Context: an optimization exercise on an open-source flow, tuned for small area, a short achievable clock period and few clock cycles per item. The choices shown serve that exercise and are no tape-out recipe. RTL that was checked went through simulation tests only; none was proved equivalent to the original. Only the layout flow was run in runs 1 to 3; the RTL was not checked for function there. Power is estimated from default activity; no workload was simulated.

## design/flow/design.v

```verilog
`default_nettype none
package ssmt_pkg;
  localparam int unsigned OP_W           = 2;
  localparam int unsigned VALUE_W        = 16;
  localparam int unsigned COUNT_W        = 5;
  localparam int unsigned DEF_CAPACITY   = 16;
  localparam int unsigned DEF_ELEM_WIDTH = 16;
  typedef enum logic [OP_W-1:0] {
    OP_INSERT = 2'd0,
    OP_DELETE = 2'd1,
    OP_QUERY  = 2'd2,
    OP_CLEAR  = 2'd3
  } ssmt_op_e;
  typedef struct packed {
    logic ins_en;
    logic del_en;
  } ssmt_ctl_t;
endpackage
`default_nettype wire
`default_nettype none
module ssmt_cell #(
  parameter int unsigned ELEM_WIDTH = ssmt_pkg::DEF_ELEM_WIDTH
) (
  input  wire logic                   clk_i,
  input  wire logic                   we_i,      
  input  wire logic [ELEM_WIDTH-1:0]  wdata_i,   
  input  wire logic [ELEM_WIDTH-1:0]  cmp_i,     
  output logic                        match_o    
);
  logic [ELEM_WIDTH-1:0] entry_q;
  assign match_o = (entry_q == cmp_i);
  always_ff @(posedge clk_i) begin
    if (we_i) begin
      entry_q <= wdata_i;
    end
  end
endmodule
`default_nettype wire
`default_nettype none
module small_set_membership_table #(
  parameter int unsigned CAPACITY   = ssmt_pkg::DEF_CAPACITY,
  parameter int unsigned ELEM_WIDTH = ssmt_pkg::DEF_ELEM_WIDTH
) (
  input  wire logic                          clk_i,
  input  wire logic                          rst_ni,
  input  wire logic                          start_i,
  output logic                               busy_o,
  input  wire logic [ssmt_pkg::OP_W-1:0]     op_i,
  input  wire logic [ssmt_pkg::VALUE_W-1:0]  value_i,
  output logic                               valid_o,
  output logic                               was_member_o,
  output logic [ssmt_pkg::COUNT_W-1:0]       count_o,
  output logic                               empty_res_o,
  output logic                               full_res_o,
  output logic                               rejected_o
);
  localparam int unsigned CNT_W = $clog2(CAPACITY + 1);
  logic                      x_vld_q;
  logic [ssmt_pkg::OP_W-1:0] x_op_q;
  logic [ELEM_WIDTH-1:0]     x_val_q;
  logic                      y_vld_q;
  logic [ssmt_pkg::OP_W-1:0] y_op_q;
  logic [ELEM_WIDTH-1:0]     y_val_q;
  logic [CAPACITY-1:0]       y_raw_q;        
  logic [CAPACITY-1:0]       y_wslot_q;      
  logic                      y_weq_q;        
  logic                      y_same_q;       
  logic                      u_vld_q;
  logic [ssmt_pkg::OP_W-1:0] u_op_q;
  logic [ELEM_WIDTH-1:0]     u_val_q;
  logic [CAPACITY-1:0]       u_match_q, u_match_d;
  logic                      u_pre_q;        
  logic                      u_same_q;       
  logic                      u_post_q;       
  logic [CAPACITY-1:0]     valid_q, valid_d;
  logic [CNT_W-1:0]        count_q, count_d;
  logic                    full_q;           
  logic [CAPACITY-1:0]     free_q, free_d;   
  logic [CAPACITY-1:0]     raw_match;
  logic                    valid_res_q;
  logic                    was_q, empty_q, full_res_q, rej_q;
  logic [ssmt_pkg::COUNT_W-1:0] cnt_res_q;
  assign busy_o = 1'b0;
  function automatic logic [CAPACITY-1:0] lowest_free(input logic [CAPACITY-1:0] used);
    logic seen;
    seen = 1'b0;
    for (int i = 0; i < CAPACITY; i++) begin
      lowest_free[i] = !used[i] && !seen;
      seen           = seen || !used[i];
    end
  endfunction
  always_ff @(posedge clk_i or negedge rst_ni) begin
    if (!rst_ni) begin
      x_vld_q <= 1'b0;
    end else begin
      x_vld_q <= start_i;
    end
  end
  always_ff @(posedge clk_i) begin
    x_op_q  <= op_i;
    x_val_q <= ELEM_WIDTH'(value_i);
  end
  for (genvar i = 0; i < CAPACITY; i++) begin : g_cell
    ssmt_cell #(
      .ELEM_WIDTH(ELEM_WIDTH)
    ) u_cell (
      .clk_i  (clk_i),
      .we_i   (free_q[i]),
      .wdata_i(u_val_q),
      .cmp_i  (x_val_q),
      .match_o(raw_match[i])
    );
  end
  always_ff @(posedge clk_i or negedge rst_ni) begin
    if (!rst_ni) begin
      y_vld_q <= 1'b0;
    end else begin
      y_vld_q <= x_vld_q;
    end
  end
  always_ff @(posedge clk_i) begin
    y_op_q    <= x_op_q;
    y_val_q   <= x_val_q;
    y_raw_q   <= raw_match;
    y_wslot_q <= free_q;
    y_weq_q   <= x_val_q == u_val_q;
    y_same_q  <= (x_val_q == y_val_q) && y_vld_q;
  end
  logic [CAPACITY-1:0] y_match;    
  assign y_match   = (y_wslot_q & {CAPACITY{y_weq_q}}) | (~y_wslot_q & y_raw_q);
  assign u_match_d = (free_q & {CAPACITY{y_same_q}}) | (~free_q & y_match);
  always_ff @(posedge clk_i or negedge rst_ni) begin
    if (!rst_ni) begin
      u_vld_q <= 1'b0;
    end else begin
      u_vld_q <= y_vld_q;
    end
  end
  always_ff @(posedge clk_i) begin
    u_op_q    <= y_op_q;
    u_val_q   <= y_val_q;
    u_match_q <= u_match_d;
    u_pre_q   <= |(y_match & valid_q) && !(u_vld_q && (u_op_q == ssmt_pkg::OP_CLEAR));
    u_same_q  <= y_same_q;
  end
  logic [CAPACITY-1:0] hit;
  logic                member;
  logic                is_ins, is_del, is_qry, is_clr;
  logic                rej_d;
  logic                ins_ok;
  logic                del_ok;
  logic                post_d;
  assign is_ins   = u_vld_q && (u_op_q == ssmt_pkg::OP_INSERT);
  assign is_del   = u_vld_q && (u_op_q == ssmt_pkg::OP_DELETE);
  assign is_qry   = u_vld_q && (u_op_q == ssmt_pkg::OP_QUERY);
  assign is_clr   = u_vld_q && (u_op_q == ssmt_pkg::OP_CLEAR);
  assign hit      = u_match_q & valid_q;
  assign member   = u_same_q ? u_post_q : u_pre_q;
  assign ins_ok   = is_ins && !full_q && !member;
  assign del_ok   = is_del && member;
  assign rej_d    = is_ins && full_q && !member;
  assign post_d   = (is_ins && !(full_q && !member)) || (is_qry && member);
  logic [CNT_W-1:0]    cnt_inc, cnt_dec;
  logic [CAPACITY-1:0] free_ins, free_del;
  logic                empty_d, full_d;
  assign cnt_inc  = count_q + CNT_W'(1);
  assign cnt_dec  = count_q - CNT_W'(1);
  assign free_ins = lowest_free(valid_q | free_q);
  assign free_del = lowest_free(valid_q & ~hit);
  always_comb begin
    valid_d = valid_q;
    count_d = count_q;
    free_d  = free_q;
    empty_d = count_q == '0;
    full_d  = full_q;
    if (is_clr) begin
      valid_d = '0;
      count_d = '0;
      free_d  = CAPACITY'(1);
      empty_d = 1'b1;
      full_d  = 1'b0;
    end else if (ins_ok) begin
      valid_d = valid_q | free_q;
      count_d = cnt_inc;
      free_d  = free_ins;
      empty_d = 1'b0;
      full_d  = count_q == CNT_W'(CAPACITY - 1);
    end else if (del_ok) begin
      valid_d = valid_q & ~hit;
      count_d = cnt_dec;
      free_d  = free_del;
      empty_d = count_q == CNT_W'(1);
      full_d  = 1'b0;
    end
  end
  always_ff @(posedge clk_i or negedge rst_ni) begin
    if (!rst_ni) begin
      valid_q     <= '0;
      count_q     <= '0;
      full_q      <= 1'b0;
      free_q      <= CAPACITY'(1);
      valid_res_q <= 1'b0;
    end else begin
      valid_q     <= valid_d;
      count_q     <= count_d;
      full_q      <= full_d;
      free_q      <= free_d;
      valid_res_q <= u_vld_q;
    end
  end
  always_ff @(posedge clk_i) begin
    u_post_q <= post_d;
  end
  always_ff @(posedge clk_i) begin
    was_q      <= member;
    cnt_res_q  <= ssmt_pkg::COUNT_W'(count_d);
    empty_q    <= empty_d;
    full_res_q <= full_d;
    rej_q      <= rej_d;
  end
  assign valid_o      = valid_res_q;
  assign was_member_o = was_q;
  assign count_o      = cnt_res_q;
  assign empty_res_o  = empty_q;
  assign full_res_o   = full_res_q;
  assign rejected_o   = rej_q;
endmodule
`default_nettype wire
```

## design/flow/run.sh

```bash
#!/bin/bash
# synth_recipe.tcl (not shown) runs the flow's synth.tcl, then flattens the netlist and writes it again
# the make line also repeats each setting of config.mk as NAME=value (left out here)
make -C /OpenROAD-flow-scripts/flow DESIGN_CONFIG=/design/flow/config.mk WORK_HOME=/design/flow/orfs CLKGATE_MAP_FILE= SYNTH_SCRIPT=/design/flow/synth_recipe.tcl finish
```

## design/flow/config.mk

```make
export PLATFORM = sky130hd
export DESIGN_NAME = small_set_membership_table
export DESIGN_NICKNAME = small_set_membership_table
export VERILOG_FILES = /design/flow/design.v
export SDC_FILE = /design/flow/constraint.sdc
export NUM_CORES = 4
export LEC_CHECK = 0
export CAP_MARGIN = 20
export CORE_MARGIN = 2
export CORE_UTILIZATION = 40
export CTS_CLUSTER_DIAMETER = 100
export CTS_CLUSTER_SIZE = 24
export SETUP_SLACK_MARGIN = 1.9
export SLEW_MARGIN = 20
```

## design/flow/constraint.sdc

```tcl
create_clock -name core_clock -period 4.0 [get_ports {clk_i}]
set_input_delay 0.8000 -clock core_clock [delete_from_list [all_inputs] [get_ports {clk_i}]]
set_output_delay 0.8000 -clock core_clock [all_outputs]
set_load 0.01 [all_outputs]
```

==> metrics.csv, run 1 <==
stage;metric;value;unit
timing;rsz0062_at_grt;false;
setup_path;worstPathMaxFanout;14;
setup_path;r2r_start;x_val_q[4];
floorplanning;chip_width;205;um
cts;tritoncts_clock_tree;yes;
detailed_routing;route.top_layer_used;met4;
timing;final.setup.worst_slack;1.97;ns
finish;drive_gt1_share;10.3;%
timing;setup-tns-final;0;ns
cts;cts-htree-levels;1;
detailed_routing;wl_met2;17.9;mm
cts;clockBufferDepth;3;
finish;area_growth_syn_to_layout;10.3;%
floorplanning;die_height;205;um
synth;synth_top_family_by_area;XOR/XNOR gates;
synth;post_synth_inst_count;1103;
floorplanning;core_region_area;39800;sq um
global_route;globalRouteTotalUtil;18.3;%
placed_design;place_worst_setup_slack;1.52;ns
timing;layout_worst_path_cycle_share;50.9;%
pwr;p_leak;5.72;nW
placed_design;io_buffer_count;30;
floorplanning;die_area;42000;sq um
synth;synth_enable_flop_cells;256;
detailed_routing;route.detailed.drc;0;
timing;min_period;2.03;ns
finish;finish.net_count;1172;
min_path;timing.hold.worst.class;input pin to async pin;
flow_run;drv.max_cap_violation_count;0;
finish;insertedDiodeCount;0;
synth;synth_simple_gate_area_share;7.70;%
setup_path;crit_type;flop to flop;
placed_design;place_hpwl;24.0;mm
detailed_routing;vias_per_cell;5.22;
setup_path;critical_path.startpoint_type;flop;
setup_path;setup.reg_to_reg.worst_slack;1.97;ns
cts;cts-buffers-inserted;21;
synth;post_synth_mux_area_share;2.43;%
synth;count_of_different_cell_masters_after_synthesis;62;
synth;syn-mean-instance-area;14.7;sq um
cts;clock_sinks;414;
detailed_routing;detailedRoute.firstIterationViolations;827;
synth;synth_sequential_area_ratio;68.4;%
detailed_routing;first_pass_iters;4;
floorplanning;num_io_pins;32;
detailed_routing;detail-route-antenna-nets;0;
setup_path;endpoint_kind;flop;
global_route;number_of_antenna_violations_at_the_first_check_in_global_routing;3;
synth;async_s_r_ff_share_synth;10.1;%
synth;yosys.area_share.xor_xnor;15.8;%
timing;max_freq;0.491;GHz
synth;synth_top_cell_area_share;47.6;%
finish;finalNonFillerCells;1685;
timing;final_max_slew_viol_count;0;
detailed_routing;routed_wire_length_per_instance;22.5;um
setup_path;worst-endpoint-required;4.37;ns
detailed_routing;detail_route.wirelength;38.0;mm
placed_design;place.detailed.instances;1641;
global_route;grt_pass1_vias;8636;
pwr;vdd_drop_max;248;uV
cts;cts.clk_slew.worst_paths;0.10;ns
global_route;maximum_number_of_pins_on_one_net_before_global_route_repair;43;
synth;synth_top_area_cell;edfxtp_1;
timing;worst_pin_slew;1.03;ns
setup_path;worstPathArrival;2.41;ns
setup_path;ff2ff_path_depth;3;
timing;timing.max_slew.rel_slack;31.1;%
floorplanning;standard_cell_rows;73;
cts;clock_insertion_delay_worst_skew;0.54;ns
floorplanning;effective_utilization_at_floorplan;40.6;%
pwr;powerDensity;438;nW/um^2
synth;synth-seq-cells;414;
synth;synth_compound_gate_area_share;3.72;%
synth;mappedNetlistNets;1129;
global_route;grt_remaining_overflow;0;
timing;setup_violations;0;
timing;final.setup_skew;0.0230;ns
cts;clock-root-buffer;clkbuf_16;
detailed_routing;met3_wirelength;1.57;mm
synth;synthesis.yosys.warnings;2;
synth;mappedNetlistArea;16200;sq um
timing;final-hold-violation-count;0;
synth;most_frequently_used_flop_master_after_synthesis;edfxtp_1;
synth;yosys-top-cells-area;edfxtp_1 48%, xnor2_1 15%, dfxtp_1 14%;
detailed_routing;detailroute.via_count;8790;
setup_path;worst_reg2reg_endpoint;y_raw_q[2];
synth;post_synth_fa_ha_maj_area_fraction;0.387;%
run_status;status;no timing/DRC/antenna violations;
placed_design;gp_congestion;0.861;
detailed_routing;wl_met1;17.8;mm
global_route;grt_first_pass_wirelength;56.8;mm
[flip-flops by register name, summed over array words and instances, names as in the netlist, 2 cells and up]
signal / count
x_op_q: 2
y_op_q: 2
g_cell.u_cell.entry_q: 256
free_q: 16
y_wslot_q: 16
valid_q: 16
y_val_q: 16
u_match_q: 16
count_q: 5
u_val_q: 16
y_raw_q: 16
u_op_q: 2
cnt_res_q: 5
x_val_q: 16
[cell type report]
class,count,area [sq um]
clock buffer,36,582
clock inverter,1,20.0
fill,3612,22000
inverter,9,36.3
multi-input combinational,635,4890
sequential,414,11100
tap,525,657
timing repair buffer,65,552
[worst max-delay path: stages, from the launching register on]
cell	delay, ns
dfxtp_1	0.98
xnor2_1	0.22
nand4_1	0.17
nor4_1	0.50
[metal layers]
metal	track usage, %	up-vias
met4	3.31	0
li1	-	4063
met5	0	-
met3	1.81	34
met2	29.7	214
met1	26.9	4479
[cell usage after synthesis, types with 14 or more instances]
master / count
xnor2_1: 286
edfxtp_1: 256
dfxtp_1: 116
nand4_1: 75
dfrtp_1: 41
nor2_1: 33
mux2_2: 32
buf_2: 21
nand2_1: 21
nor4_1: 20
o21ai_0: 18
clkbuf_1: 14
[cell usage in the layout (no fill, tap or decap), types with 15 or more instances in the layout]
cell / count
xnor2_1: 286
edfxtp_1: 256
dfxtp_1: 106
nand4_1: 75
dfrtp_1: 38
buf_4: 35
mux2_2: 32
nor2_1: 31
nand2_1: 21
clkbuf_16: 21
nor4_1: 20
clkdlybuf4s50_1: 19
o21ai_0: 18
clkbuf_1: 15
[repair_timing]
item	4_1_cts	5_1_grt
endpoints found under the setup margin	45	12
pin swaps	1	2
buffers inserted	2	5
gates resized for setup	21	9
hold buffers	0	0
[metrics by stage]
stage          power, mW  util (%)  hold slack (ns)  cell area (sq um)
6_report            7.80      44.8            0.242              17800
5_1_grt             8.07      44.8            0.292              17800
4_1_cts             7.87      44.6            0.341              17800
3_5_place_dp        5.56      43.0            0.317              17100
3_3_place_gp        5.55      43.0            0.310              17100
2_1_floorplan       5.30         -            0.310              16200
[cell families (layout without fill, tap and decap cells)]
| kind of cell | after synthesis | in the layout |
|---|---|---|
| flops | 414 | 414 |
| xor+xnor | 291 | 291 |
| simple gates | 214 | 214 |
| compound gates | 90 | 90 |
| buf+inv | 54 | 111 |
| mux | 34 | 34 |
| fa+ha+maj | 5 | 5 |
| other cells | 1 | 1 |
[power breakdown]
group	internal (mW)	switching, mW	total (mW)
Combinational	0.263	0.303	0.566
Sequential	4.71	0.181	4.89
Clock	1.01	1.33	2.34
[worst max-delay path by stage]
stage                     start          to  slack (ns)  cells after the start
floorplan              u_same_q  count_q[3]        2.18                      7
global placement       u_same_q   free_q[6]        1.58                      6
detailed placement     u_same_q   free_q[6]        1.52                      6
CTS                 x_val_q[13]  y_raw_q[8]        1.91                      4
global route           u_same_q   free_q[2]        1.92                      6
finish               x_val_q[4]  y_raw_q[2]        1.97                      3
==> inputs of run 2 (changes only) <==
--- a/design/flow/config.mk
+++ b/design/flow/config.mk
@@ -10,5 +10,5 @@
 export CORE_UTILIZATION = 40
 export CTS_CLUSTER_DIAMETER = 100
 export CTS_CLUSTER_SIZE = 24
-export SETUP_SLACK_MARGIN = 1.9
+export SETUP_SLACK_MARGIN = 2.3
 export SLEW_MARGIN = 20
==> run 2 against run 1 <==
Maximum frequency up 11%; power up 1.1%; synthesized area unchanged; critical path depth down 2; wire length up 3.6%; sequential cell count unchanged; final cell count up 2.5%.
==> metrics.csv, run 2 <==
stage;metric;value;unit;change
run_status;status;no timing/DRC/antenna violations;;unchanged
global_route;globalRouteTotalUtil;18.7;%;was 18.3%
synth;synth_top_cell_area_share;47.6;%;unchanged
synth;syn-mean-instance-area;14.7;sq um;unchanged
synth;ys_top_cells_by_count;286 x xnor2_1, 256 x edfxtp_1, 116 x dfxtp_1, 75 x nand4_1, 41 x dfrtp_1;;unchanged
cts;clockBufferDepth;3;;unchanged
finish;finish.net_count;1214;;was 1,172
finish;insertedDiodeCount;0;;unchanged
setup_path;critical_path.startpoint_type;flop;;unchanged
timing;worst_pin_slew;0.983;ns;was 1.03 ns
timing;final_max_slew_viol_count;0;;unchanged
synth;count_of_different_cell_masters_after_synthesis;62;;unchanged
global_route;grt_pass1_vias;8857;;was 8,636
pwr;power_frac_seq;62.2;%;was 62.7%
synth;synth_compound_gate_area_share;3.72;%;unchanged
detailed_routing;detail-route-antenna-nets;0;;unchanged
cts;tritoncts_clock_tree;yes;;unchanged
finish;max_flop_register;g_cell.u_cell.entry_q;;unchanged
timing;setup-tns-final;0;ns;unchanged
setup_path;worstPathMaxFanout;1;;was 14
placed_design;place_hpwl;23.7;mm;was 24.0 mm
synth;synth-seq-cells;414;;unchanged
synth;synth_simple_gate_area_share;7.70;%;unchanged
global_route;grt_remaining_overflow;0;;unchanged
setup_path;worst-endpoint-required;3.20;ns;was 4.37 ns
setup_path;ff2ff_path_depth;6;;was 3
synth;mappedNetlistNets;1129;;unchanged
synth;async_s_r_ff_share_synth;10.1;%;unchanged
timing;rsz0062_at_grt;true;;was false
cts;cts-htree-levels;1;;unchanged
floorplanning;chip_width;205;um;unchanged
global_route;number_of_antenna_violations_at_the_first_check_in_global_routing;0;;was 3
timing;final-hold-violation-count;0;;unchanged
detailed_routing;first_pass_iters;5;;was 4
floorplanning;core_region_area;39800;sq um;unchanged
finish;fillers;3516;;was 3,612
synth;post_synth_inst_count;1103;;unchanged
synth;most_frequently_used_flop_master_after_synthesis;edfxtp_1;;unchanged
pwr;comb_power_share;8.2;%;was 7.3%
floorplanning;die_height;205;um;unchanged
setup_path;crit_type;flop to output pin;;was flop to flop
setup_path;crit_family;flip-flops;;unchanged
pwr;design_power_total;7.89;mW;was 7.80 mW
floorplanning;standard_cell_rows;73;;unchanged
floorplanning;num_io_pins;32;;unchanged
cts;cts-buffers-inserted;21;;unchanged
detailed_routing;detail_route.wirelength;39.3;mm;was 38.0 mm
detailed_routing;route.detailed.drc;0;;unchanged
synth;yosys-top-cells-area;edfxtp_1 48%, xnor2_1 15%, dfxtp_1 14%;;unchanged
setup_path;endpoint_kind;output pin;;was flop
placed_design;gp_congestion;0.823;;was 0.861
synth;synth_top_family_by_area;XOR/XNOR gates;;unchanged
synth;mappedNetlistArea;16200;sq um;unchanged
synth;synth_sequential_area_ratio;68.4;%;unchanged
synth;post_synth_mux_area_share;2.43;%;unchanged
timing;max_freq;0.545;GHz;was 0.491 GHz
pwr;vdd_drop_max;376;uV;was 248 uV
cts;postCtsHoldBufs;0;;unchanged
global_route;grt_first_pass_wirelength;58.0;mm;was 56.8 mm
global_route;maximum_number_of_pins_on_one_net_before_global_route_repair;43;;unchanged
finish;layout.cells.most_common;xnor2_1;;unchanged
cts;clock-root-buffer;clkbuf_16;;unchanged
pwr;p_int;6.04;mW;was 5.99 mW
setup_path;worst_path_max_delay_cell;dfrtp_1;;was dfxtp_1
pwr;netSwitchingPower;1.85;mW;was 1.81 mW
cts;cts.clk_slew.worst_paths;0.10;ns;about the same
detailed_routing;detailedRoute.firstIterationViolations;837;;was 827
setup_path;crit_chain;buf_2;;was xnor2_1, nand4_1, nor4_1
setup_path;setup.reg_to_reg.worst_slack;2.23;ns;was 1.97 ns
pwr;swShare;23.5;%;was 23.2%
pwr;p_leak;6.01;nW;was 5.72 nW
timing;layout_worst_path_cycle_share;45.8;%;was 50.9%
synth;post_synth_fa_ha_maj_area_fraction;0.387;%;unchanged
setup_path;worstPathArrival;1.03;ns;was 2.41 ns
timing;setup_violations;0;;unchanged
synth;synthesis.yosys.warnings;2;;unchanged
setup_path;critPathBufInv;1;;was 0
detailed_routing;routed_wire_length_per_instance;22.8;um;was 22.5 um
flow_run;drv.max_cap_violation_count;0;;unchanged
cts;clock_insertion_delay_worst_skew;0.53;ns;was 0.54 ns
timing;min_period;1.83;ns;was 2.03 ns
finish;drive_gt1_share;20.3;%;was 10.3%
synth;synth_enable_flop_cells;256;;unchanged
detailed_routing;vias_per_cell;5.25;;was 5.22
timing;timing.max_slew.rel_slack;34.5;%;was 31.1%
floorplanning;effective_utilization_at_floorplan;40.6;%;unchanged
placed_design;place.detailed.instances;1639;;was 1,641
setup_path;r2r_start;u_same_q;;was x_val_q[4]
timing;worst_case_hold_slack;0.257;ns;was 0.242 ns
cts;clock_sinks;414;;unchanged
pwr;clkPwrFrac;29.6;%;was 30.0%
finish;mostFrequentLayoutCells;286 x xnor2_1, 256 x edfxtp_1, 88 x dfxtp_1, 75 x nand4_1, 56 x buf_4;;was 286 x xnor2_1, 256 x edfxtp_1, 106 x dfxtp_1, 75 x nand4_1, 38 x dfrtp_1
placed_design;io_buffer_count;30;;unchanged
setup_path;critical-path-max-stage-delay;0.37;ns;was 0.98 ns
synth;synth_top_area_cell;edfxtp_1;;unchanged
synth;dominant_cell_by_count_in_the_synthesized_netlist;xnor2_1;;unchanged
setup_path;worst_reg2reg_endpoint;free_q[6];;was y_raw_q[2]
timing;final.setup_skew;0.0253;ns;was 0.0230 ns
floorplanning;die_area;42000;sq um;unchanged
synth;yosys.area_share.xor_xnor;15.8;%;unchanged
min_path;timing.hold.worst.class;input pin to async pin;;unchanged
pwr;powerDensity;423;nW/um^2;was 438 nW/um^2
detailed_routing;detailroute.via_count;9069;;was 8,790
finish;finalNonFillerCells;1727;;was 1,685
finish;area_growth_syn_to_layout;15.2;%;was 10.3%
finish;largest_reg_flops;256;;unchanged
==> run 2: cell counts after synthesis <==
No cell type changed its count.
==> run 2: logic make-up after synthesis <==
group,after synthesis
muxes,34
adders and majority gates,5
and+or+nand+nor,214
AOI/OAI and AO/OA,90
other,1
xor gates and xnor gates,291
DFF,414
buffers and inverters,54
==> run 2: worst max-delay path by stage <==
stage / start / endpoint / slack [ns] / cells after the start
detailed placement: valid_q[2] / free_q[9] / 1.69 / 5
finish: valid_res_q / valid_o / 2.17 / 1
global placement: x_val_q[7] / y_same_q / 1.72 / 5
floorplan: u_same_q / count_q[3] / 2.29 / 7
CTS: valid_res_q / valid_o / 2.14 / 1
global route: valid_res_q / valid_o / 2.12 / 1
==> run 2: metal layers <==
metal	part of all wire [%]	GRT usage (%)
met5	0	0
met3	4.3	1.85
met1	46	27.1
met4	2.1	3.98
met2	48	30.5
==> run 2: power groups by stage <==
stage	clock network [mW]	registers (mW)	logic, mW
6_report	2.34	4.90	0.647
5_1_grt	2.52	4.93	0.696
4_1_cts	2.40	4.90	0.589
3_5_place_dp	0	5.03	0.509
3_3_place_gp	0	5.03	0.507
2_1_floorplan	0	4.93	0.368
==> run 2: area by class of cell <==
cell class              count  area [sq um]  area share [%]
clock inverters             1          20.0           0.107
clock buffers              36           582            3.12
multi-input cells         637          5230            28.1
repair buffers            105           948            5.09
well taps                 525           657            3.53
inverters                   9          36.3           0.195
flip-flops and latches    414         11200            59.9
==> run 2: what timing repair did <==
item	CTS	global route
gates resized for setup	129	55
endpoints found under the setup margin	70	51
gates cloned	1	1
buffers inserted	23	26
pin swaps	10	21
==> run 2: through the flow <==
stage,util [%],instance area [sq um],setup WS (ns)
CTS,45.6,18200,2.14
global route,46.8,18600,2.12
global placement,43.0,17100,1.72
finish,46.8,18600,2.17
detailed placement,43.0,17100,1.69
floorplan,-,16200,2.29
==> inputs of run 3 (changes only) <==
--- a/design/flow/config.mk
+++ b/design/flow/config.mk
@@ -10,5 +10,5 @@
 export CORE_UTILIZATION = 40
 export CTS_CLUSTER_DIAMETER = 100
 export CTS_CLUSTER_SIZE = 24
-export SETUP_SLACK_MARGIN = 2.3
+export SETUP_SLACK_MARGIN = 2.6
 export SLEW_MARGIN = 20
==> run 3 against run 2 <==
Still clean; sequential cell count did not move; hold slack improved by 0.074 ns; synthesized cell count did not move; design area rose by 7.5%; first-iteration DRC count fell by 1.1%; non-clock buffer count rose by 55; sequential power barely moved; final cell count rose by 3.2%; power rose by 2.1%; die area did not move; critical endpoint is now free_q[8]; largest power group unchanged.
==> metrics.csv, run 3 <==
stage;metric;value;unit;change
run_status;status;no timing/DRC/antenna violations;;unchanged
synth;dominant_cell_by_count_in_the_synthesized_netlist;xnor2_1;;unchanged
synth;yosys-top-cells-area;edfxtp_1 48%, xnor2_1 15%, dfxtp_1 14%;;unchanged
synth;post_synth_fa_ha_maj_area_fraction;0.387;%;unchanged
timing;max_freq;0.540;GHz;was 0.545 GHz
pwr;p_leak;6.75;nW;was 6.01 nW
cts;postCtsHoldBufs;0;;unchanged
cts;cts-htree-levels;1;;unchanged
global_route;number_of_antenna_violations_at_the_first_check_in_global_routing;1;;was 0
timing;rsz0062_at_grt;true;;unchanged
floorplanning;standard_cell_rows;73;;unchanged
timing;worst_case_hold_slack;0.331;ns;was 0.257 ns
floorplanning;num_io_pins;32;;unchanged
placed_design;gp_congestion;0.851;;was 0.823
synth;synth_top_family_by_area;XOR/XNOR gates;;unchanged
synth;count_of_different_cell_masters_after_synthesis;62;;unchanged
finish;drive_gt1_share;29.2;%;was 20.3%
detailed_routing;routed_wire_length_per_instance;23.6;um;was 22.8 um
timing;worst_pin_slew;0.964;ns;was 0.983 ns
global_route;grt_pass1_vias;9207;;was 8,857
setup_path;worstPathArrival;2.32;ns;was 1.03 ns
setup_path;critical_path.startpoint_type;flop;;unchanged
detailed_routing;first_pass_iters;5;;unchanged
setup_path;worst-endpoint-required;4.47;ns;was 3.20 ns
synth;ys_top_cells_by_count;286 x xnor2_1, 256 x edfxtp_1, 116 x dfxtp_1, 75 x nand4_1, 41 x dfrtp_1;;unchanged
min_path;timing.hold.worst.class;flop to flop;;was input pin to async pin
synth;most_frequently_used_flop_master_after_synthesis;edfxtp_1;;unchanged
cts;clock-root-buffer;clkbuf_16;;unchanged
detailed_routing;detailedRoute.firstIterationViolations;828;;was 837
synth;synth_sequential_area_ratio;68.4;%;unchanged
cts;clock_insertion_delay_worst_skew;0.54;ns;was 0.53 ns
synth;mappedNetlistNets;1129;;unchanged
pwr;power_frac_seq;60.7;%;was 62.2%
global_route;global_route.peak_usage_layer;met2;;unchanged
pwr;netSwitchingPower;1.92;mW;was 1.85 mW
cts;clock_sinks;414;;unchanged
timing;layout_worst_path_cycle_share;46.3;%;was 45.8%
cts;clockBufferDepth;3;;unchanged
finish;final_cell_area;20000;sq um;was 18,600 sq um
synth;syn-mean-instance-area;14.7;sq um;unchanged
detailed_routing;detailroute.via_count;9459;;was 9,069
pwr;vdd_drop_max;284;uV;was 376 uV
placed_design;io_buffer_count;30;;unchanged
floorplanning;effective_utilization_at_floorplan;40.6;%;unchanged
finish;insertedDiodeCount;0;;unchanged
pwr;p_int;6.13;mW;was 6.04 mW
synth;synth_top_cell_area_share;47.6;%;unchanged
finish;layout.cells.most_common;edfxtp_1;;was xnor2_1
placed_design;place_hpwl;24.1;mm;was 23.7 mm
setup_path;crit_type;flop to flop;;was flop to output pin
flow_run;drv.max_cap_violation_count;0;;unchanged
timing;final-hold-violation-count;0;;unchanged
pwr;comb_power_share;10.1;%;was 8.2%
timing;timing.max_slew.rel_slack;35.7;%;was 34.5%
cts;tritoncts_clock_tree;yes;;unchanged
floorplanning;die_area;42000;sq um;unchanged
synth;synthesis.yosys.warnings;2;;unchanged
pwr;clkPwrFrac;29.2;%;was 29.6%
finish;fillers;3373;;was 3,516
setup_path;endpoint_kind;flop;;was output pin
timing;min_period;1.85;ns;was 1.83 ns
pwr;powerDensity;402;nW/um^2;was 423 nW/um^2
detailed_routing;vias_per_cell;5.31;;was 5.25
synth;yosys.area_share.xor_xnor;15.8;%;unchanged
floorplanning;die_height;205;um;unchanged
global_route;globalRouteTotalUtil;19.6;%;was 18.7%
synth;post_synth_inst_count;1103;;unchanged
finish;mostFrequentLayoutCells;256 x edfxtp_1, 245 x xnor2_1, 84 x dfxtp_1, 75 x nand4_1, 65 x buf_4;;was 286 x xnor2_1, 256 x edfxtp_1, 88 x dfxtp_1, 75 x nand4_1, 56 x buf_4
pwr;design_power_total;8.05;mW;was 7.89 mW
global_route;grt_use_met2;32.5;%;was 30.5%
global_route;grt_first_pass_wirelength;60.5;mm;was 58.0 mm
timing;final_max_slew_viol_count;0;;unchanged
finish;max_flop_register;g_cell.u_cell.entry_q;;unchanged
cts;cts-buffers-inserted;21;;unchanged
floorplanning;chip_width;205;um;unchanged
synth;synth_enable_flop_cells;256;;unchanged
floorplanning;core_region_area;39800;sq um;unchanged
pwr;swShare;23.8;%;was 23.5%
synth;synth-seq-cells;414;;unchanged
global_route;groute.layer.met3.usage;1.73;%;was 1.85%
synth;mappedNetlistArea;16200;sq um;unchanged
synth;synth_compound_gate_area_share;3.72;%;unchanged
synth;synth_simple_gate_area_share;7.70;%;unchanged
timing;final.setup_skew;0.0258;ns;was 0.0253 ns
synth;synth_top_area_cell;edfxtp_1;;unchanged
global_route;maximum_number_of_pins_on_one_net_before_global_route_repair;43;;unchanged
finish;finish.net_count;1270;;was 1,214
finish;area_growth_syn_to_layout;23.9;%;was 15.2%
detailed_routing;detail-route-antenna-nets;0;;unchanged
timing;setup_violations;0;;unchanged
timing;setup-tns-final;0;ns;unchanged
global_route;grt_util_met1;28.3;%;was 27.1%
detailed_routing;detail_route.wirelength;42.1;mm;was 39.3 mm
setup_path;worstPathMaxFanout;4;;was 1
placed_design;placed_area;17100;sq um;about the same
detailed_routing;route.detailed.drc;0;;unchanged
finish;largest_reg_flops;256;;unchanged
synth;post_synth_mux_area_share;2.43;%;unchanged
cts;cts.clk_slew.worst_paths;0.10;ns;about the same
global_route;grt_remaining_overflow;0;;unchanged
synth;async_s_r_ff_share_synth;10.1;%;unchanged
==> run 3: final cells by class <==
type	instances	area, sq um	share of cell area [%]
Clock inverter	1	20.0	0.0999
Tap cell	525	657	3.28
Inverter	9	36.3	0.181
Timing Repair Buffer	160	1860	9.26
Multi-Input combinational cell	638	5700	28.4
Sequential cell	414	11200	55.8
Clock buffer	36	582	2.90
==> run 3: repair_timing <==
item / 4_1_cts / 5_1_grt
pin swaps: 43 / 82
setup buffers: 68 / 28
endpoints found under the setup margin: 125 / 73
gates cloned: 7 / 4
gates resized for setup: 197 / 118
==> run 3: kinds of logic after synthesis <==
logic type | after synthesis
flip-flops | 414
XOR/XNOR | 291
AND/OR/NAND/NOR | 214
AO/OA/AOI/OAI | 90
buffers and inverters | 54
multiplexers | 34
adder cells (fa/ha/maj) | 5
other | 1
==> run 3: worst max-delay path, stage by stage (launching register included) <==
cell and delay (ns):
dfxtp_2 0.36, mux2i_4 0.27, inv_4 0.08, nor4_4 0.29, buf_12 0.16, nor2_4 0.03
or4_4 0.48, o21ai_2 0.11
==> run 3: metal layers <==
| metal | vias to the layer above | share of wire [%] |
|---|---|---|
| met1 | 4826 | 45 |
| met4 | 0 | 2.6 |
| met5 | - | 0 |
| li1 | 4271 | - |
| met3 | 75 | 4.4 |
| met2 | 287 | 48 |
==> run 3: worst paths after layout <==
| kind | endpoint | depth (start not counted) | startpoint | slack (ns) |
|---|---|---|---|---|
| max | free_q[8] | 7 | u_same_q | 2.15 |
| min | u_op_q[0] | 0 | y_op_q[0] | 0.33 |
| max reg2reg | free_q[8] | 7 | u_same_q | 2.15 |
| min reg2reg | u_op_q[0] | 0 | y_op_q[0] | 0.33 |
| max in group asynchronous | free_q[1] | 1 | rst_ni | 2.87 |
| min in group asynchronous | valid_q[9] | 1 | rst_ni | 0.41 |
==> run 3: through the flow <==
step	utilization [%]	setup slack, ns	cells
4_1_cts	47.9	2.13	1751
5_1_grt	50.3	2.04	1783
2_1_floorplan	-	2.29	1103
6_report	50.3	2.15	1783
3_3_place_gp	43.0	1.80	1639
3_5_place_dp	43.0	1.79	1639
==> run 3: power groups by stage <==
stage / registers (mW) / clock network (mW) / logic, mW
3_3_place_gp: 5.04 / 0 / 0.505
5_1_grt: 4.91 / 2.55 / 0.860
2_1_floorplan: 4.93 / 0 / 0.374
3_5_place_dp: 5.04 / 0 / 0.505
4_1_cts: 4.89 / 2.40 / 0.696
6_report: 4.89 / 2.35 / 0.810
==> inputs of run 4 (changes only) <==
--- a/design/flow/design.v
+++ b/design/flow/design.v
@@ -72,6 +72,7 @@
   logic                      u_pre_q;        
   logic                      u_same_q;       
   logic                      u_post_q;       
+  logic                    init_q;
   logic [CAPACITY-1:0]     valid_q, valid_d;
   logic [CNT_W-1:0]        count_q, count_d;
   logic                    full_q;           
@@ -147,6 +148,7 @@
   logic                member;
   logic                is_ins, is_del, is_qry, is_clr;
   logic                rej_d;
+  logic                empty_set;
   logic                ins_ok;
   logic                del_ok;
   logic                post_d;
@@ -154,6 +156,7 @@
   assign is_del   = u_vld_q && (u_op_q == ssmt_pkg::OP_DELETE);
   assign is_qry   = u_vld_q && (u_op_q == ssmt_pkg::OP_QUERY);
   assign is_clr   = u_vld_q && (u_op_q == ssmt_pkg::OP_CLEAR);
+  assign empty_set = is_clr || !init_q;
   assign hit      = u_match_q & valid_q;
   assign member   = u_same_q ? u_post_q : u_pre_q;
   assign ins_ok   = is_ins && !full_q && !member;
@@ -173,7 +176,7 @@
     free_d  = free_q;
     empty_d = count_q == '0;
     full_d  = full_q;
-    if (is_clr) begin
+    if (empty_set) begin
       valid_d = '0;
       count_d = '0;
       free_d  = CAPACITY'(1);
@@ -195,18 +198,18 @@
   end
   always_ff @(posedge clk_i or negedge rst_ni) begin
     if (!rst_ni) begin
-      valid_q     <= '0;
-      count_q     <= '0;
-      full_q      <= 1'b0;
-      free_q      <= CAPACITY'(1);
+      init_q      <= 1'b0;
       valid_res_q <= 1'b0;
     end else begin
-      valid_q     <= valid_d;
-      count_q     <= count_d;
-      full_q      <= full_d;
-      free_q      <= free_d;
+      init_q      <= 1'b1;
       valid_res_q <= u_vld_q;
     end
+  end
+  always_ff @(posedge clk_i) begin
+    valid_q <= valid_d;
+    count_q <= count_d;
+    full_q  <= full_d;
+    free_q  <= free_d;
   end
   always_ff @(posedge clk_i) begin
     u_post_q <= post_d;
--- a/design/flow/config.mk
+++ b/design/flow/config.mk
@@ -5,10 +5,11 @@
 export SDC_FILE = /design/flow/constraint.sdc
 export NUM_CORES = 4
 export LEC_CHECK = 0
+export ABC_AREA = 1
 export CAP_MARGIN = 20
 export CORE_MARGIN = 2
 export CORE_UTILIZATION = 40
 export CTS_CLUSTER_DIAMETER = 100
 export CTS_CLUSTER_SIZE = 24
-export SETUP_SLACK_MARGIN = 2.6
+export SETUP_SLACK_MARGIN = 2.15
 export SLEW_MARGIN = 20
==> run 4 against run 3 <==
Still clean on timing, DRC and antenna; sequential cell count decreased by 5; combinational power shrank 32%; sequential power shrank 3%; synthesized area hardly changed; power shrank 5.3%; worst setup slack got worse by 0.042 ns; die area about the same; design area is 8.3% lower; clock-buffer cell count unchanged; critical endpoint is now free_q[15]; largest power group unchanged.
==> metrics.csv, run 4 <==
stage;metric;value;unit;change
finish;finish.net_count;1392;;was 1,270
synth;count_of_different_cell_masters_after_synthesis;48;;was 62
synth;mappedNetlistNets;1312;;was 1,129
global_route;maximum_number_of_pins_on_one_net_before_global_route_repair;33;;was 43
setup_path;crit_type;flop to flop;;unchanged
setup_path;endpoint_kind;flop;;unchanged
timing;setup_violations;0;;unchanged
setup_path;worst-endpoint-required;4.47;ns;about the same
synth;syn-mean-instance-area;12.6;sq um;was 14.7 sq um
finish;drive_gt1_share;17.6;%;was 29.2%
floorplanning;die_area;42100;sq um;was 42,000 sq um
cts;tritoncts_clock_tree;yes;;unchanged
timing;worst_pin_slew;1.04;ns;was 0.964 ns
timing;min_period;1.90;ns;was 1.85 ns
flow_run;drv.max_cap_violation_count;0;;unchanged
pwr;vdd_drop_max;291;uV;was 284 uV
setup_path;ff2ff_path_depth;12;;was 7
setup_path;worstPathMaxFanout;4;;unchanged
min_path;min_path_cells;0;;unchanged
floorplanning;die_height;205;um;about the same
synth;dominant_cell_by_count_in_the_synthesized_netlist;edfxtp_1;;was xnor2_1
finish;insertedDiodeCount;0;;unchanged
synth;synth_top_cell_area_share;47.5;%;was 47.6%
finish;mostFrequentLayoutCells;256 x edfxtp_1, 184 x xnor2_1, 133 x nand2_1, 112 x dfxtp_1, 65 x buf_4;;was 256 x edfxtp_1, 245 x xnor2_1, 84 x dfxtp_1, 75 x nand4_1, 65 x buf_4
global_route;grt_pass1_vias;9371;;was 9,207
timing;setup-tns-final;0;ns;unchanged
detailed_routing;routed_wire_length_per_instance;20.8;um;was 23.6 um
placed_design;place_hpwl;24.5;mm;was 24.1 mm
cts;clock_sinks;409;;was 414
synth;synth_sequential_area_ratio;66.6;%;was 68.4%
synth;synth_top_area_cell;edfxtp_1;;unchanged
placed_design;io_buffer_count;30;;unchanged
detailed_routing;vias_per_cell;5.22;;was 5.31
cts;clockBufferDepth;3;;unchanged
synth;synth-seq-cells;409;;was 414
floorplanning;num_io_pins;32;;unchanged
detailed_routing;route.detailed.drc;0;;unchanged
floorplanning;core_region_area;39800;sq um;unchanged
setup_path;crit_family;simple AND/OR/NAND/NOR gates;;unchanged
cts;clock_insertion_delay_worst_skew;0.53;ns;was 0.54 ns
detailed_routing;first_pass_iters;5;;unchanged
timing;timing.max_slew.rel_slack;30.7;%;was 35.7%
global_route;globalRouteTotalUtil;18.5;%;was 19.6%
global_route;grt_remaining_overflow;0;;unchanged
finish;area_growth_syn_to_layout;13.6;%;was 23.9%
pwr;powerDensity;415;nW/um^2;was 402 nW/um^2
setup_path;worst_path_max_delay_cell;dfxtp_2;;was or4_4
pwr;p_leak;6.13;nW;was 6.75 nW
finish;max_flop_register;g_cell.u_cell.entry_q;;unchanged
synth;synthesis.yosys.warnings;2;;unchanged
setup_path;critical-path-max-stage-delay;0.34;ns;was 0.48 ns
timing;final_max_slew_viol_count;0;;unchanged
synth;post_synth_inst_count;1286;;was 1,103
placed_design;place.detailed.instances;1826;;was 1,639
cts;clock-root-buffer;clkbuf_16;;unchanged
detailed_routing;detailroute.via_count;9935;;was 9,459
timing;layout_worst_path_cycle_share;47.4;%;was 46.3%
synth;synth_enable_flop_cells;256;;unchanged
detailed_routing;detail_route.wirelength;39.7;mm;was 42.1 mm
setup_path;critical_path.startpoint_type;flop;;unchanged
synth;async_s_r_ff_share_synth;1.22;%;was 10.1%
timing;final.setup_skew;0.0294;ns;was 0.0258 ns
setup_path;critical_path_cell_count;12;;was 7
cts;cts-htree-levels;1;;unchanged
timing;rsz0062_at_grt;true;;unchanged
cts;cts-buffers-inserted;21;;unchanged
finish;layout.cells.most_common;edfxtp_1;;unchanged
synth;mappedNetlistArea;16200;sq um;about the same
run_status;status;no timing/DRC/antenna violations;;unchanged
global_route;number_of_antenna_violations_at_the_first_check_in_global_routing;1;;unchanged
setup_path;crit_chain;inv_2, nand2_2, nand2_2, nor2_2, nand4_1, nor2_2, nand4_2, nor2_2, nand4_1, nor2_1, nor2_1, nor2_2;;was mux2i_4, inv_4, nor4_4, buf_12, nor2_4, or4_4, o21ai_2
synth;yosys-top-cells-area;edfxtp_1 48%, dfxtp_1 18%, xnor2_1 10%;;was edfxtp_1 48%, xnor2_1 15%, dfxtp_1 14%
detailed_routing;detailedRoute.firstIterationViolations;903;;was 828
min_path;timing.hold.worst.class;flop to flop;;unchanged
setup_path;worstPathArrival;2.37;ns;was 2.32 ns
setup_path;crit_path_frequent_cell;nor2_2;;
cts;cts.clk_slew.worst_paths;0.10;ns;about the same
timing;final-hold-violation-count;0;;unchanged
floorplanning;standard_cell_rows;73;;unchanged
global_route;grt_first_pass_wirelength;58.3;mm;was 60.5 mm
timing;max_freq;0.527;GHz;was 0.540 GHz
placed_design;gp_congestion;0.823;;was 0.851
floorplanning;effective_utilization_at_floorplan;40.6;%;about the same
finish;largest_reg_flops;256;;unchanged
floorplanning;chip_width;205;um;about the same
detailed_routing;detail-route-antenna-nets;0;;unchanged
synth;most_frequently_used_flop_master_after_synthesis;edfxtp_1;;unchanged
setup_path;critPathBufInv;1;;was 2
finish;finalNonFillerCells;1905;;was 1,783
synth;ys_top_cells_by_count;256 x edfxtp_1, 184 x xnor2_1, 148 x dfxtp_1, 135 x nand2_1, 62 x inv_1;;was 286 x xnor2_1, 256 x edfxtp_1, 116 x dfxtp_1, 75 x nand4_1, 41 x dfrtp_1
run 4: cell count changes in the layout (fill, tap and decap cells not counted), sizes merged, moves of 15 or more:
cell	previous run	this run
dfrtp	41	5
o21ai	26	57
nand4	75	60
xor2	5	39
mux2	32	0
or2	0	42
nand2	22	140
xnor2	286	184
dfxtp	116	148
nor2	34	67
buf	138	85
inv	10	66
run 4: report_power, final:
| group | switching, mW | internal [mW] |
|---|---|---|
| logic | 0.318 | 0.235 |
| clock network | 1.31 | 1.02 |
| registers | 0.125 | 4.62 |
run 4: kinds of logic (layout without fill, tap and decap cells):
family	Yosys count	in the layout	synth area share, %
buffers and inverters	124	218	3.35
XOR/XNOR	223	223	12.1
flip-flops	409	409	66.6
AND/OR/NAND/NOR	384	384	12.2
AO/OA/AOI/OAI	139	139	5.35
other	2	2	0.0464
adder cells (fa/ha/maj)	5	5	0.387
run 4: timing repair:
item,in CTS,in global routing
buffers inserted,15,22
setup endpoints to repair,61,39
resized for setup,104,40
hold endpoints to repair,0,0
gates cloned,1,4
hold buffers,0,0
pin swaps,0,17
run 4: layout make-up:
type | instances | area (sq um)
clock buffers | 36 | 582
repair inverters | 2 | 13.8
multi-input cells | 753 | 4960
inverters | 71 | 312
well taps | 525 | 657
clock inverters | 1 | 30.0
repair buffers | 108 | 967
flip-flops and latches | 409 | 10900
fillers | 3581 | 21500
run 4: path summary, 6_finish.rpt:
check / to / from / slack [ns]
hold reg to reg: u_op_q[1] / y_op_q[1] / 0.33
setup / recovery: free_q[15] / valid_q[0] / 2.10
max in group asynchronous: y_vld_q / rst_ni / 3.34
hold / removal: u_op_q[1] / y_op_q[1] / 0.33
min in group asynchronous: u_vld_q / rst_ni / 0.48
setup reg to reg: free_q[15] / valid_q[0] / 2.10
run 4: per-stage QoR:
stage	hold slack (ns)	util (%)	power [mW]	instance area, sq um	setup slack [ns]
after floorplan	0.310	-	5.14	16200	2.16
after global placement	0.312	43.1	5.34	17100	1.37
after detailed placement	0.319	43.1	5.34	17100	1.35
after CTS	0.339	45.2	7.65	18000	2.13
after global routing	0.342	46.1	7.89	18400	2.01
final	0.334	46.1	7.62	18400	2.10
run 4: metal layers:
layer	wire, um	GRT usage [%]
met5	0	0
met4	674	3.98
met3	2750	3.34
met2	18000	29.1
met1	18300	26.7
Testbench counts of run 4, summed over its fixed seeds: cycles 32,032, items 32,000.
==> inputs of run 5 (changes only) <==
--- a/design/flow/config.mk
+++ b/design/flow/config.mk
@@ -5,11 +5,11 @@
 export SDC_FILE = /design/flow/constraint.sdc
 export NUM_CORES = 4
 export LEC_CHECK = 0
-export ABC_AREA = 1
 export CAP_MARGIN = 20
 export CORE_MARGIN = 2
 export CORE_UTILIZATION = 40
 export CTS_CLUSTER_DIAMETER = 100
 export CTS_CLUSTER_SIZE = 24
+export PLACE_DENSITY = 0.8
 export SETUP_SLACK_MARGIN = 2.15
 export SLEW_MARGIN = 20
==> run 5 against run 4 <==
Non-clock buffer count shrank 23; critical endpoint is now free_q[0]; clock skew decreased by 0.0028 ns; hold slack barely moved; wire length decreased by 4.6%; still clean.
==> metrics.csv, run 5 <==
stage;metric;value;unit;change
run_status;status;no timing/DRC/antenna violations;;unchanged
pwr;swShare;22.7;%;was 23.0%
cts;cts-buffers-inserted;21;;unchanged
cts;postCtsHoldBufs;0;;unchanged
finish;largest_reg_flops;256;;unchanged
detailed_routing;first_pass_iters;5;;unchanged
synth;synthesis.yosys.warnings;2;;unchanged
detailed_routing;routed_wire_length_per_instance;22.1;um;was 20.8 um
flow_run;drv.max_cap_violation_count;0;;unchanged
min_path;timing.hold.worst.class;flop to flop;;unchanged
pwr;powerDensity;423;nW/um^2;was 415 nW/um^2
pwr;p_int;5.83;mW;was 5.87 mW
pwr;comb_power_share;5.9;%;was 7.2%
global_route;global_route.peak_usage_layer;met2;;unchanged
timing;setup-tns-final;0;ns;unchanged
timing;worst_case_hold_slack;0.335;ns;was 0.334 ns
global_route;grt_first_pass_wirelength;55.7;mm;was 58.3 mm
cts;cts.clk_slew.worst_paths;0.10;ns;about the same
detailed_routing;detail_route.wirelength;37.9;mm;was 39.7 mm
synth;async_s_r_ff_share_synth;1.22;%;unchanged
finish;final-seq-area;10900;sq um;about the same
global_route;maximum_number_of_pins_on_one_net_before_global_route_repair;27;;was 33
finish;drive_gt1_share;15.6;%;was 17.6%
timing;min_period;1.87;ns;was 1.90 ns
finish;mostFrequentLayoutCells;286 x xnor2_1, 256 x edfxtp_1, 106 x dfxtp_1, 75 x nand4_1, 55 x nand2_1;;was 256 x edfxtp_1, 184 x xnor2_1, 133 x nand2_1, 112 x dfxtp_1, 65 x buf_4
synth;mappedNetlistNets;1143;;was 1,312
placed_design;gp_congestion;0.860;;was 0.823
synth;synth_top_cell_area_share;48.4;%;was 47.5%
finish;fillers;3345;;was 3,581
synth;count_of_different_cell_masters_after_synthesis;57;;was 48
setup_path;worstPathMaxFanout;11;;was 4
global_route;grt_pass1_vias;8840;;was 9,371
setup_path;worstPathArrival;2.35;ns;was 2.37 ns
timing;rsz0062_at_grt;true;;unchanged
timing;max_freq;0.536;GHz;was 0.527 GHz
timing;layout_worst_path_cycle_share;46.6;%;was 47.4%
synth;synth_top_area_cell;edfxtp_1;;unchanged
setup_path;setup.reg_to_reg.worst_slack;2.13;ns;was 2.10 ns
timing;worst_pin_slew;1.01;ns;was 1.04 ns
pwr;design_power_total;7.54;mW;was 7.62 mW
cts;clock-root-buffer;clkbuf_16;;unchanged
synth;yosys-top-cells-area;edfxtp_1 48%, dfxtp_1 19%, xnor2_1 16%;;was edfxtp_1 48%, dfxtp_1 18%, xnor2_1 10%
setup_path;ff2ff_path_depth;6;;was 12
synth;post_synth_inst_count;1117;;was 1,286
min_path;min_path_cells;0;;unchanged
synth;ys_top_cells_by_count;286 x xnor2_1, 256 x edfxtp_1, 148 x dfxtp_1, 75 x nand4_1, 55 x nand2_1;;was 256 x edfxtp_1, 184 x xnor2_1, 148 x dfxtp_1, 135 x nand2_1, 62 x inv_1
detailed_routing;detailroute.via_count;9234;;was 9,935
pwr;netSwitchingPower;1.71;mW;was 1.76 mW
floorplanning;die_height;203;um;was 205 um
detailed_routing;detail-route-antenna-nets;0;;unchanged
synth;mappedNetlistArea;15900;sq um;was 16,200 sq um
global_route;globalRouteTotalUtil;18.1;%;was 18.5%
setup_path;critical_path.startpoint_type;flop;;unchanged
cts;tritoncts_clock_tree;yes;;unchanged
floorplanning;num_io_pins;32;;unchanged
placed_design;place_hpwl;22.7;mm;was 24.5 mm
global_route;grt_use_met2;28.8;%;was 29.1%
detailed_routing;route.detailed.drc;0;;unchanged
cts;clock_sinks;409;;unchanged
finish;layout.cells.most_common;xnor2_1;;was edfxtp_1
setup_path;endpoint_kind;flop;;unchanged
global_route;grt_util_met1;25.4;%;was 26.7%
setup_path;worst-endpoint-required;4.48;ns;was 4.47 ns
floorplanning;core_region_area;38900;sq um;was 39,800 sq um
timing;setup_violations;0;;unchanged
finish;insertedDiodeCount;0;;unchanged
detailed_routing;vias_per_cell;5.39;;was 5.22
finish;area_of_the_multi_input_gates;4950;sq um;was 4960 sq um
synth;syn-mean-instance-area;14.2;sq um;was 12.6 sq um
timing;final-hold-violation-count;0;;unchanged
global_route;groute.layer.met3.usage;3.71;%;was 3.34%
finish;area_growth_syn_to_layout;12.4;%;was 13.6%
placed_design;io_buffer_count;30;;unchanged
global_route;grt_remaining_overflow;0;;unchanged
global_route;number_of_antenna_violations_at_the_first_check_in_global_routing;0;;was 1
floorplanning;die_area;41300;sq um;was 42,100 sq um
cts;clock_insertion_delay_worst_skew;0.55;ns;was 0.53 ns
timing;timing.max_slew.rel_slack;32.4;%;was 30.7%
floorplanning;standard_cell_rows;72;;was 73
synth;synth-seq-cells;409;;unchanged
synth;dominant_cell_by_count_in_the_synthesized_netlist;xnor2_1;;was edfxtp_1
floorplanning;effective_utilization_at_floorplan;40.8;%;was 40.6%
timing;final_max_slew_viol_count;0;;unchanged
detailed_routing;detailedRoute.firstIterationViolations;992;;was 903
pwr;clkPwrFrac;30.9;%;was 30.6%
timing;final.setup_skew;0.0266;ns;was 0.0294 ns
finish;finish.net_count;1206;;was 1,392
synth;most_frequently_used_flop_master_after_synthesis;edfxtp_1;;unchanged
pwr;power_frac_seq;63.2;%;was 62.2%
cts;clockBufferDepth;3;;unchanged
pwr;vdd_drop_max;333;uV;was 291 uV
floorplanning;chip_width;203;um;was 205 um
cts;cts-htree-levels;1;;unchanged
finish;max_flop_register;g_cell.u_cell.entry_q;;unchanged
setup_path;crit_type;flop to flop;;unchanged
synth;synth_enable_flop_cells;256;;unchanged
synth;synth_sequential_area_ratio;67.9;%;was 66.6%
finish;utilization;45.8;%;was 46.1%
pwr;p_leak;5.60;nW;was 6.13 nW
run 5: changes by cell type in the layout (fill, tap and decap cells not counted), sizes merged, moves of 33 or more:
cell | before | now
inv | 66 | 9
mux2 | 0 | 34
nand2 | 140 | 55
nor2 | 67 | 33
o21ai | 57 | 17
or2 | 42 | 1
xnor2 | 184 | 286
xor2 | 39 | 6
run 5: final cells by class:
type,count,area share [%]
sequential,409,61.0
multi-input combinational,655,27.7
timing repair buffer,85,4.04
tap,518,3.63
clock buffer,36,3.26
clock inverter,2,0.217
inverter,8,0.168
run 5: layer usage:
| metal | wire [um] | vias to the layer above |
|---|---|---|
| met5 | 0 | - |
| met4 | 880 | 0 |
| met3 | 4090 | 60 |
| met2 | 17500 | 496 |
| met1 | 15400 | 4568 |
| li1 | - | 4110 |
run 5: metrics by stage:
| step | cells | worst slack (ns) | area [sq um] |
|---|---|---|---|
| finish | 1713 | 2.13 | 17800 |
| global route | 1713 | 2.06 | 17800 |
| CTS | 1704 | 1.96 | 17700 |
| detailed placement | 1650 | 1.70 | 16900 |
| global placement | 1650 | 1.71 | 16900 |
| floorplan | 1117 | 2.16 | 15900 |
run 5: worst paths after layout:
| check | endpoint | from |
|---|---|---|
| worst max-delay path | free_q[0] | u_vld_q |
| min in group asynchronous | x_vld_q | rst_ni |
| worst min-delay path | y_op_q[0] | x_op_q[0] |
| max in group asynchronous | init_q | rst_ni |
| worst max register to register | free_q[0] | u_vld_q |
| worst min register to register | y_op_q[0] | x_op_q[0] |
run 5: cells by family after synthesis:
kind of cell	synth area share, %
compound gates	3.28
xor+xnor	16.1
fa+ha+maj	0.394
buf+inv	1.51
flops	67.9
mux	2.56
other cells	0.0473
simple gates	8.25
run 5: timing repair:
action,4_1_cts,5_1_grt
resized for setup,87,27
setup buffers,16,8
endpoints found under the setup margin,61,30
gates cloned,0,1
pin swaps,2,7
run 5: critical path: stages (launching register included):
cell	delay (ns)
dfrtp_1	0.42
or4b_4	0.52
mux2i_2	0.28
buf_6	0.20
nor2_1	0.05
a221o_1	0.26
nand2_1	0.07
run 5: power by group through the flow:
stage | Combinational [mW] | Clock [mW] | Sequential (mW)
2_1_floorplan | 0.301 | 0 | 4.79
3_3_place_gp | 0.405 | 0 | 4.87
3_5_place_dp | 0.412 | 0 | 4.88
4_1_cts | 0.436 | 2.35 | 4.77
5_1_grt | 0.478 | 2.49 | 4.78
6_report | 0.449 | 2.33 | 4.76
==> inputs of run 6 (changes only) <==
--- a/design/flow/config.mk
+++ b/design/flow/config.mk
@@ -9,7 +9,6 @@
 export CORE_MARGIN = 2
 export CORE_UTILIZATION = 40
 export CTS_CLUSTER_DIAMETER = 100
-export CTS_CLUSTER_SIZE = 24
-export PLACE_DENSITY = 0.8
+export CTS_CLUSTER_SIZE = 30
 export SETUP_SLACK_MARGIN = 2.15
 export SLEW_MARGIN = 20
==> run 6 against run 5 <==
Critical path depth down 5; die area unchanged; via count down 1.7%; register-to-register slack better by 0.05 ns; sequential power down 1%; first-iteration DRC count down 0.71%; global-route usage up 1.4 points; power down 2.8%; critical endpoint is now valid_o; clock skew down 0.0028 ns; still clean on timing, DRC and antenna; largest power group unchanged; highest routed layer unchanged; worst setup slack better by 0.015 ns.
==> metrics.csv, run 6 <==
stage;metric;value;unit;change
setup_path;worst_path_max_delay_cell;dfrtp_1;;was or4b_4
setup_path;worstPathMaxFanout;1;;was 11
timing;final.setup_skew;0.0238;ns;was 0.0266 ns
finish;finalNonFillerCells;1727;;was 1,713
cts;clock-root-buffer;clkbuf_16;;unchanged
detailed_routing;detail_route.wirelength;39.8;mm;was 37.9 mm
floorplanning;core_region_area;38900;sq um;unchanged
finish;drive_gt1_share;16.5;%;was 15.6%
setup_path;worst-endpoint-required;3.20;ns;was 4.48 ns
timing;worst_case_hold_slack;0.338;ns;was 0.335 ns
global_route;grt_remaining_overflow;0;;unchanged
setup_path;critical-path-max-stage-delay;0.38;ns;was 0.52 ns
detailed_routing;detailroute.via_count;9073;;was 9,234
cts;clock_sinks;409;;unchanged
floorplanning;die_height;203;um;unchanged
detailed_routing;detail-route-antenna-nets;0;;unchanged
floorplanning;num_io_pins;32;;unchanged
setup_path;crit_family;flip-flops;;was simple AND/OR/NAND/NOR gates
detailed_routing;detailedRoute.firstIterationViolations;985;;was 992
timing;layout_worst_path_cycle_share;46.3;%;was 46.6%
min_path;timing.hold.worst.class;flop to flop;;unchanged
setup_path;critPathBufInv;1;;unchanged
synth;synth-seq-cells;409;;unchanged
floorplanning;chip_width;203;um;unchanged
finish;finish.net_count;1224;;was 1,206
detailed_routing;routed_wire_length_per_instance;23.0;um;was 22.1 um
synth;synth_enable_flop_cells;256;;unchanged
setup_path;worstPathArrival;1.05;ns;was 2.35 ns
detailed_routing;route.detailed.drc;0;;unchanged
timing;max_freq;0.540;GHz;was 0.536 GHz
synth;synthesis.yosys.warnings;2;;unchanged
setup_path;critical_path.startpoint_type;flop;;unchanged
synth;most_frequently_used_flop_master_after_synthesis;edfxtp_1;;unchanged
placed_design;io_buffer_count;30;;unchanged
synth;synth_top_area_cell;edfxtp_1;;unchanged
pwr;powerDensity;408;nW/um^2;was 423 nW/um^2
detailed_routing;vias_per_cell;5.25;;was 5.39
timing;timing.max_slew.rel_slack;27.6;%;was 32.4%
floorplanning;effective_utilization_at_floorplan;40.8;%;unchanged
synth;mappedNetlistArea;15900;sq um;unchanged
synth;count_of_different_cell_masters_after_synthesis;57;;unchanged
pwr;design_power_total;7.33;mW;was 7.54 mW
pwr;vdd_drop_max;261;uV;was 333 uV
finish;largest_reg_flops;256;;unchanged
setup_path;crit_chain;buf_2;;was or4b_4, mux2i_2, buf_6, nor2_1, a221o_1, nand2_1
synth;dominant_cell_by_count_in_the_synthesized_netlist;xnor2_1;;unchanged
synth;synth_top_cell_area_share;48.4;%;unchanged
timing;worst_pin_slew;1.08;ns;was 1.01 ns
synth;syn-mean-instance-area;14.2;sq um;unchanged
global_route;number_of_antenna_violations_at_the_first_check_in_global_routing;1;;was 0
flow_run;drv.max_cap_violation_count;0;;unchanged
placed_design;place_hpwl;23.0;mm;was 22.7 mm
floorplanning;standard_cell_rows;72;;unchanged
cts;postCtsHoldBufs;0;;unchanged
cts;clock_insertion_delay_worst_skew;0.55;ns;about the same
finish;layout.cells.most_common;xnor2_1;;unchanged
finish;utilization;46.1;%;was 45.8%
detailed_routing;first_pass_iters;5;;unchanged
cts;cts-buffers-inserted;17;;was 21
finish;area_growth_syn_to_layout;13.1;%;was 12.4%
global_route;grt_first_pass_wirelength;58.8;mm;was 55.7 mm
finish;mostFrequentLayoutCells;286 x xnor2_1, 256 x edfxtp_1, 118 x dfxtp_1, 75 x nand4_1, 62 x buf_4;;was 286 x xnor2_1, 256 x edfxtp_1, 106 x dfxtp_1, 75 x nand4_1, 55 x nand2_1
cts;tritoncts_clock_tree;yes;;unchanged
setup_path;endpoint_kind;output pin;;was flop
synth;async_s_r_ff_share_synth;1.22;%;unchanged
synth;mappedNetlistNets;1143;;unchanged
synth;yosys-top-cells-area;edfxtp_1 48%, dfxtp_1 19%, xnor2_1 16%;;unchanged
cts;cts-htree-levels;1;;unchanged
timing;setup_violations;0;;unchanged
finish;fillers;3500;;was 3,345
pwr;p_leak;5.67;nW;was 5.60 nW
timing;final-hold-violation-count;0;;unchanged
global_route;globalRouteTotalUtil;19.5;%;was 18.1%
cts;clockBufferDepth;3;;unchanged
floorplanning;die_area;41300;sq um;unchanged
timing;setup-tns-final;0;ns;unchanged
finish;insertedDiodeCount;0;;unchanged
timing;final_max_slew_viol_count;0;;unchanged
synth;ys_top_cells_by_count;286 x xnor2_1, 256 x edfxtp_1, 148 x dfxtp_1, 75 x nand4_1, 55 x nand2_1;;unchanged
global_route;maximum_number_of_pins_on_one_net_before_global_route_repair;32;;was 27
synth;post_synth_inst_count;1117;;unchanged
placed_design;gp_congestion;0.803;;was 0.860
synth;synth_sequential_area_ratio;67.9;%;unchanged
global_route;grt_pass1_vias;8973;;was 8,840
cts;cts.clk_slew.worst_paths;0.11;ns;was 0.10 ns
run_status;status;no timing/DRC/antenna violations;;unchanged
timing;min_period;1.85;ns;was 1.87 ns
finish;max_flop_register;g_cell.u_cell.entry_q;;unchanged
placed_design;place.detailed.instances;1654;;was 1,650
timing;rsz0062_at_grt;true;;unchanged
setup_path;crit_type;flop to output pin;;was flop to flop
[run 6: cell counts after synthesis]
No cell type changed its count.
[run 6: through the flow]
stage	area (sq um)	setup WS, ns
2_1_floorplan	15900	2.16
4_1_cts	17700	2.05
6_report	18000	2.15
3_5_place_dp	16900	1.72
5_1_grt	18000	2.11
3_3_place_gp	16900	1.72
[run 6: worst reg2reg max path, stage by stage (launching register included)]
cell     delay, ns
dfxtp_1       0.54
mux2_2        0.42
a22oi_1       0.36
nand4_1       0.21
o21a_1        0.22
[run 6: timing repair]
action / in CTS / in global routing
endpoints found under the setup margin: 60 / 37
pin swaps: 4 / 15
buffers inserted: 23 / 18
gates cloned: 2 / 0
resized for setup: 85 / 32
[run 6: layer usage]
layer / GRT usage [%] / wire length (um) / share of wire, % / up-vias
met1: 27.6 / 17800 / 45 / 4611
met2: 32.3 / 18800 / 47 / 270
met5: 0 / 0 / 0 / -
met3: 2.24 / 2280 / 5.7 / 47
li1: - / - / - / 4145
met4: 4.14 / 845 / 2.1 / 0
[run 6: path summary, 6_finish.rpt]
check                            startpoint     endpoint  slack [ns]  depth (start not counted)
worst max-delay path            valid_res_q      valid_o        2.15                          1
worst min-delay path              x_op_q[1]    y_op_q[1]        0.34                          0
worst max register to register      y_weq_q      u_pre_q        2.18                          4
worst min register to register    x_op_q[1]    y_op_q[1]        0.34                          0
max in group asynchronous            rst_ni      x_vld_q        3.37                          1
min in group asynchronous            rst_ni  valid_res_q        0.46                          1
[run 6: final cells by class]
class / instances / area [sq um] / area share, %
sequential: 409 / 10900 / 60.5
multi-input combinational: 656 / 5000 / 27.8
timing repair buffer: 106 / 932 / 5.19
tap: 518 / 648 / 3.61
clock buffer: 28 / 467 / 2.60
inverter: 8 / 30.0 / 0.167
clock inverter: 2 / 25.0 / 0.139
[run 6: kinds of logic (layout without fill, tap and decap cells)]
| group | after synthesis | count (layout) | share of synthesized area (%) |
|---|---|---|---|
| muxes | 36 | 37 | 2.56 |
| DFF | 409 | 409 | 67.9 |
| other | 2 | 2 | 0.0473 |
| buffers and inverters | 53 | 144 | 1.51 |
| adders and majority gates | 5 | 5 | 0.394 |
| xor gates and xnor gates | 292 | 292 | 16.1 |
| AOI/OAI and AO/OA | 83 | 83 | 3.28 |
| and+or+nand+nor | 237 | 237 | 8.25 |
[run 6: report_power, final]
group,switching (mW),internal [mW]
logic,0.284,0.226
clock network,1.28,0.830
registers,0.117,4.60
total,1.68,5.65

re-timing with driven ports:
Ports are ideal in the flow. The routed layouts listed here were re-timed in OpenROAD. Step 1 sets driving cells, clkbuf_16 on the clock port and buf_2 on the other inputs (assumed; they add their load-dependent delay and slew). Step 2 times the ports against the registers' clock, not the clock port: input delays grow and output delays shrink by t, the midpoint of the rising clock arrivals with the driver on. Slacks: ideal ports / drivers / drivers and shift; pairs: ideal ports / drivers.
run	t (ns)	setup slack, ns	hold slack, ns	worst data-port slew with drivers (ns)
run 1	0.575	1.965 / 1.965 / 1.965	0.242 / 0.214 / 0.330	0.04
run 2	0.571	2.166 / 2.115 / 2.229	0.257 / 0.230 / 0.331	0.04
run 3	0.577	2.147 / 2.106 / 2.147	0.331 / 0.331 / 0.331	0.04
run 4	0.574	2.104 / 2.104 / 2.104	0.334 / 0.334 / 0.334	0.04
run 5	0.580	2.135 / 2.099 / 2.135	0.335 / 0.335 / 0.335	0.04
run 6	0.586	2.150 / 2.099 / 2.176	0.338 / 0.338 / 0.338	0.05
After both steps setup and hold are still met in every run listed.
